Background: an optimization exercise with open tools, aiming at small area, a short achievable clock period and few clock cycles per item. Do not read the settings as production practice.
Only simulation tests tie the RTL to the original design; equivalence was not proved.
Power is estimated from default activity; no workload was simulated.

`design/flow/design.v`:
```
module gf_addsub_lanes #(
    parameter int               WIDTH   = 32,
    parameter logic [WIDTH-1:0] MODULUS = 32'hec940e71,
    parameter int               LANES   = 4
) (
    input  logic                     i_clk,
    input  logic                     i_rst,
    input  logic                     i_valid,
    output logic                     o_ready,
    input  logic [1:0]               i_op,
    input  logic [LANES*WIDTH-1:0]   i_a,
    input  logic [LANES*WIDTH-1:0]   i_b,
    output logic                     o_valid,
    input  logic                     i_ready,
    output logic [LANES*WIDTH-1:0]   o_out,
    output logic [LANES-1:0]         o_err
);
    typedef enum logic [1:0] {
        OP_ADD  = 2'b00,
        OP_SUB  = 2'b01,
        OP_NEG  = 2'b10,
        OP_PASS = 2'b11
    } op_e;
    localparam logic [WIDTH:0] MOD_X = {1'b0, MODULUS};
    logic             s1_valid;
    logic             s1_load;
    logic             s2_load;
    op_e              op_in;
    op_e              s1_op;
    logic [LANES-1:0][WIDTH:0] r_c;
    logic [LANES-1:0][WIDTH:0] r2_c;
    logic [LANES-1:0][WIDTH:0] s1_r;
    logic [LANES-1:0][WIDTH:0] s1_r2;
    logic [LANES-1:0] err_c;
    logic [LANES-1:0] s1_err;
    logic [LANES-1:0] pick_c;
    logic [LANES*WIDTH-1:0] sel_c;
    assign s2_load = !o_valid | i_ready;
    assign s1_load = !s1_valid | s2_load;
    assign o_ready = s1_load;
    assign op_in   = op_e'(i_op);
    always_comb begin
        for (int k = 0; k < LANES; k++) begin
            r_c[k]   = '0;
            r2_c[k]  = '0;
            err_c[k] = (i_a[k*WIDTH +: WIDTH] >= MODULUS) |
                       ((i_b[k*WIDTH +: WIDTH] >= MODULUS) & ~i_op[1]);
            case (op_in)
                OP_ADD: begin
                    r_c[k]  = {1'b0, i_a[k*WIDTH +: WIDTH]} + {1'b0, i_b[k*WIDTH +: WIDTH]};
                    r2_c[k] = r_c[k] - MOD_X;
                end
                OP_SUB: begin
                    r_c[k]  = {1'b0, i_a[k*WIDTH +: WIDTH]} - {1'b0, i_b[k*WIDTH +: WIDTH]};
                    r2_c[k] = r_c[k] + MOD_X;
                end
                OP_NEG: begin
                    r_c[k]  = {(WIDTH+1){1'b0}} - {1'b0, i_a[k*WIDTH +: WIDTH]};
                    r2_c[k] = r_c[k] + MOD_X;
                end
                default: begin
                    r_c[k]  = {1'b0, i_a[k*WIDTH +: WIDTH]};
                    r2_c[k] = {1'b0, i_a[k*WIDTH +: WIDTH]};
                end
            endcase
        end
    end
    always_comb begin
        for (int k = 0; k < LANES; k++) begin
            case (s1_op)
                OP_ADD:         pick_c[k] = (s1_r[k] >= MOD_X);
                OP_SUB, OP_NEG: pick_c[k] = s1_r[k][WIDTH];
                default:        pick_c[k] = 1'b0;
            endcase
            sel_c[k*WIDTH +: WIDTH] = pick_c[k] ? s1_r2[k][WIDTH-1:0] : s1_r[k][WIDTH-1:0];
        end
    end
    always_ff @(posedge i_clk) begin
        if (i_rst) begin
            s1_valid <= 1'b0;
            o_valid  <= 1'b0;
            o_out    <= '0;
            o_err    <= '0;
        end else begin
            if (s1_load) begin
                s1_valid <= i_valid;
            end
            if (s2_load) begin
                o_valid <= s1_valid;
                if (s1_valid) begin
                    o_out <= sel_c;
                    o_err <= s1_err;
                end
            end
        end
    end
    always_ff @(posedge i_clk) begin
        if (s1_load && i_valid) begin
            s1_op  <= op_in;
            s1_r   <= r_c;
            s1_r2  <= r2_c;
            s1_err <= err_c;
        end
    end
endmodule
```
`design/flow/run.sh`:
```
#!/bin/bash
# synth_recipe.tcl (not shown) runs the flow's synth.tcl, then flattens the netlist and writes it again
# the make line also repeats each setting of config.mk as NAME=value (left out here)
make -C /OpenROAD-flow-scripts/flow DESIGN_CONFIG=/design/flow/config.mk WORK_HOME=/design/flow/orfs CLKGATE_MAP_FILE= SYNTH_SCRIPT=/design/flow/synth_recipe.tcl finish
```
`design/flow/config.mk`:
```
export PLATFORM = sky130hd
export DESIGN_NAME = gf_addsub_lanes
export DESIGN_NICKNAME = gf_addsub_lanes
export VERILOG_FILES = /design/flow/design.v
export SDC_FILE = /design/flow/constraint.sdc
export NUM_CORES = 4
export LEC_CHECK = 0
export CAP_MARGIN = 20
export CORE_MARGIN = 2
export CORE_UTILIZATION = 40
export SLEW_MARGIN = 20
```
`design/flow/constraint.sdc`:
```
create_clock -name core_clock -period 5.5 [get_ports {i_clk}]
set_input_delay 1.1000 -clock core_clock [delete_from_list [all_inputs] [get_ports {i_clk}]]
set_output_delay 1.1000 -clock core_clock [all_outputs]
set_load 0.01 [all_outputs]
```
==> impl_metrics.yaml <==
outcome:
  status: "timing/DRC/antenna clean"
global_routing:
  grtUsageMet2: 0.504
  top_usage_layer: "met2"
  grt_overflow_total: 0
  grt_max_degree: 123
  grt_use_total: 0.309
  grt_pass1_wl_um: 287000
  grt_use_met3: 0.0415
  grt_pass1_vias: 48144
  antenna_found_initial: 8
  gr-usage-met1: 0.422
synthesis:
  async_reset_ff_frac: 0
  netlist.area_leader.share: 0.173
  synth-seq-cells: 400
  yosysSeqAreaShare: 0.231
  synthesis.nets: 6517
  netlist.top_cell.by_area: "edfxtp_1"
  ys_types: 118
  synthesis.area_sq_um: 46200
  synthCells: 5969
  synthFlopType: "edfxtp_1"
  yosys_warnings: 1
  synth_area_leaders: "edfxtp_1 17%, ha_1 7.5%, xnor2_1 6.2%"
  synth_edf_count: 266
  synth_commonest_cells: "718 x nor2_1, 423 x a21oi_1, 375 x nand2_1"
  yosysMostFrequentCell: "nor2_1"
  syn_area_per_cell_sq_um: 7.74
clock_tree:
  clock_latency_ps: 670
  cts_buffer_depth: 3
  cts_resized: 0
  cts_max_level: 2
  holdBufCountCts: 0
  cts.sinks: 400
  cts_tree: "done"
  path_clk_slew_ps: 70
  cts_setup_buffers: 0
  numCtsBuffers: 50
  root_buffer: "clkbuf_16"
route:
  first_pass_iters: 30
  wirelength_um: 190000
  antenna_violating_nets_post_route: 0
  viasPerCell: 6.03
  dr_total_vias: 50867
  avgRoutedWirePerCell_um: 22.6
  drc_errors: 0
  drt_iter0_markers: 4882
worst_setup_path:
  max_stage_delay_ps: 550
  setup.worst_path.end_class: "flip-flop"
  critical_path_class: "primary input to flip-flop"
  critPathTopFamily: "compound AO/OA/AOI/OAI gates"
  critPathRequiredTime_ps: 5860
  critPathArrivalTime_ps: 5510
  critPathLaunchType: "primary input"
  slowest_stage: "or4_1"
  critPathMaxFanout: 4
  worstPathBufferInverterCount: 3
  cp_cell_sequence: "clkdlybuf4s50_1 > inv_1 > ha_1 > inv_1 > fa_1 > a211oi_1 > o21bai_1 > nand3_1 > nand3_1 > a41oi_1 > xnor2_1 > mux2i_1 > nand2_1 > or4_1 > o21ai_0 > xnor2_1 > o211ai_1"
floorplanning:
  die_w_um: 344
  dieHeight_um: 344
  ioPinCount: 396
  core_sq_um: 115000
  dieArea_sq_um: 118000
  start_util: 0.403
  std_cell_rows: 124
sta:
  finalSetupViolCount: 0
  fmax_ghz: 0.194
  worst_pin_slew_ps: 1090
  finClkSkew_ps: 55.4
  post-route-min-period_ps: 5150
  period_share: 0.937
  setup_slack_ps: 346
  hold_viol_final: 0
  rsz0062_at_grt: "no"
  slew_violations: 0
  relSlewSlack: 0.274
placement:
  dp_hpwl_um: 151000
  pre_cts_ws_ps: -231
  place_congestion: 0.987
  io_buffers: 395
pwr:
  power_density_nw_per_um2: 243
  power_mw: 14.3
  peakVddDrop_v: 0.000247
  leakage_nw: 23.2
finish:
  drive_above_1_share: 0.153
  area_delta_synth_final_pct: 27.2
  nets: 7422
  fillCellCount: 11264
flow_run:
  cap_violations: 0
min_path:
  hold_path.class: "flip-flop to flip-flop"
-- through the flow --
step | hold WS (ps) | area, sq um | util | instances | setup TNS [ps]
after floorplan | 471 | 46200 | - | 5969 | -133
final | 458 | 58800 | 0.513 | 8433 | 0
after detailed placement | 452 | 57100 | 0.499 | 8334 | -1620
after CTS | 460 | 58700 | 0.513 | 8428 | 0
after global placement | 447 | 57100 | 0.498 | 8333 | -887
after global routing | 493 | 58700 | 0.513 | 8431 | 0
-- metal layers --
layer	share of wire	wire length [um]
met5	0.00012	23
met4	0.032	6040
met3	0.074	14000
met2	0.45	86400
met1	0.44	83900
-- path summary, 6_finish.rpt --
kind,cells past startpoint,startpoint,endpoint,slack (ps)
hold reg to reg,2,o_err[3],o_err[3],460
hold / removal,2,o_err[3],o_err[3],460
setup reg to reg,10,s1_r[24],o_out[10],1550
setup / recovery,17,i_a[32],s1_r2[63],350
-- layout make-up --
type                            instances  area [sq um]  share of cell area
Multi-Input combinational cell       4885         33000               0.562
Sequential cell                       400         10700               0.182
Timing Repair Buffer                 1219         10300               0.176
Tap cell                             1512          1890              0.0322
Clock buffer                           65          1350              0.0229
Inverter                              318          1200              0.0204
Clock inverter                         29           294             0.00500
Antenna cell                            5          12.5            0.000213
-- worst min-delay path: cells and delay by family (launching register included) --
family	cells	cell delay, ps
compound gates	1	50
flops	1	310
simple gates	1	50
-- layout by cell type (no fill, tap or decap), types with 65 or more instances in the layout --
| master | n |
|---|---|
| buf_4 | 809 |
| nor2_1 | 715 |
| a21oi_1 | 421 |
| clkdlybuf4s50_1 | 394 |
| nand2_1 | 375 |
| xnor2_1 | 328 |
| inv_1 | 305 |
| ha_1 | 274 |
| o21ai_0 | 273 |
| edfxtp_1 | 266 |
| a211oi_1 | 197 |
| nor3_1 | 175 |
| mux2i_1 | 153 |
| nand3_1 | 152 |
| dfxtp_1 | 134 |
| xor2_1 | 124 |
| a221oi_1 | 119 |
| a31oi_1 | 101 |
| nor4_1 | 85 |
| o31ai_1 | 78 |
| or3_1 | 75 |
| nand4_1 | 73 |
| nand2b_1 | 72 |
| a21o_1 | 69 |
| o21a_1 | 65 |
| o211ai_1 | 65 |
-- power by group --
group	internal (mW)	switching (mW)
registers	3.65	0.185
clock network	1.90	1.46
logic	3.09	4.02
total	8.64	5.66
-- state kept, by name, indices dropped and copies added, names as in the netlist --
name / flops
s1_r: 132
o_err: 4
s1_valid: 1
o_out: 128
o_valid: 1
s1_op: 2
s1_err: 4
s1_r2: 128
-- cells by family after synthesis --
kind of cell,share of synthesized area
multiplexers,0.0375
adder cells (fa/ha/maj),0.0788
AO/OA/AOI/OAI,0.292
flip-flops,0.231
XOR/XNOR,0.0861
AND/OR/NAND/NOR,0.217
buffers and inverters,0.0573
Testbench counts, summed over its fixed seeds: cycles 12,016, items 12,000.

[what the ideal ports hide]
No port has a modelled driver above. Below, the same layout with a new extraction and two added sets of constraints. Step 1: set_driving_cell puts a clkbuf_16 on i_clk and a buf_2 on each other input, an assumption about the parent block. Step 2 also shifts input and output timing later by t, the mid clock arrival at the registers, as if the neighbouring blocks saw the same clock. Three values: ideal, step 1, step 2; two values: the first two.
t, ns: 0.718
slack for setup (ns): 0.346 / 0.404 / -0.314
hold WS [ns]: 0.458 / 0.458 / 0.458
worst data-port slew with drivers (ns): 0.15
With both steps, setup timing fails in this run, where it was met with ideal ports. The setup slack of this run moves by +0.058 ns with the drivers and by -0.660 ns with both steps.
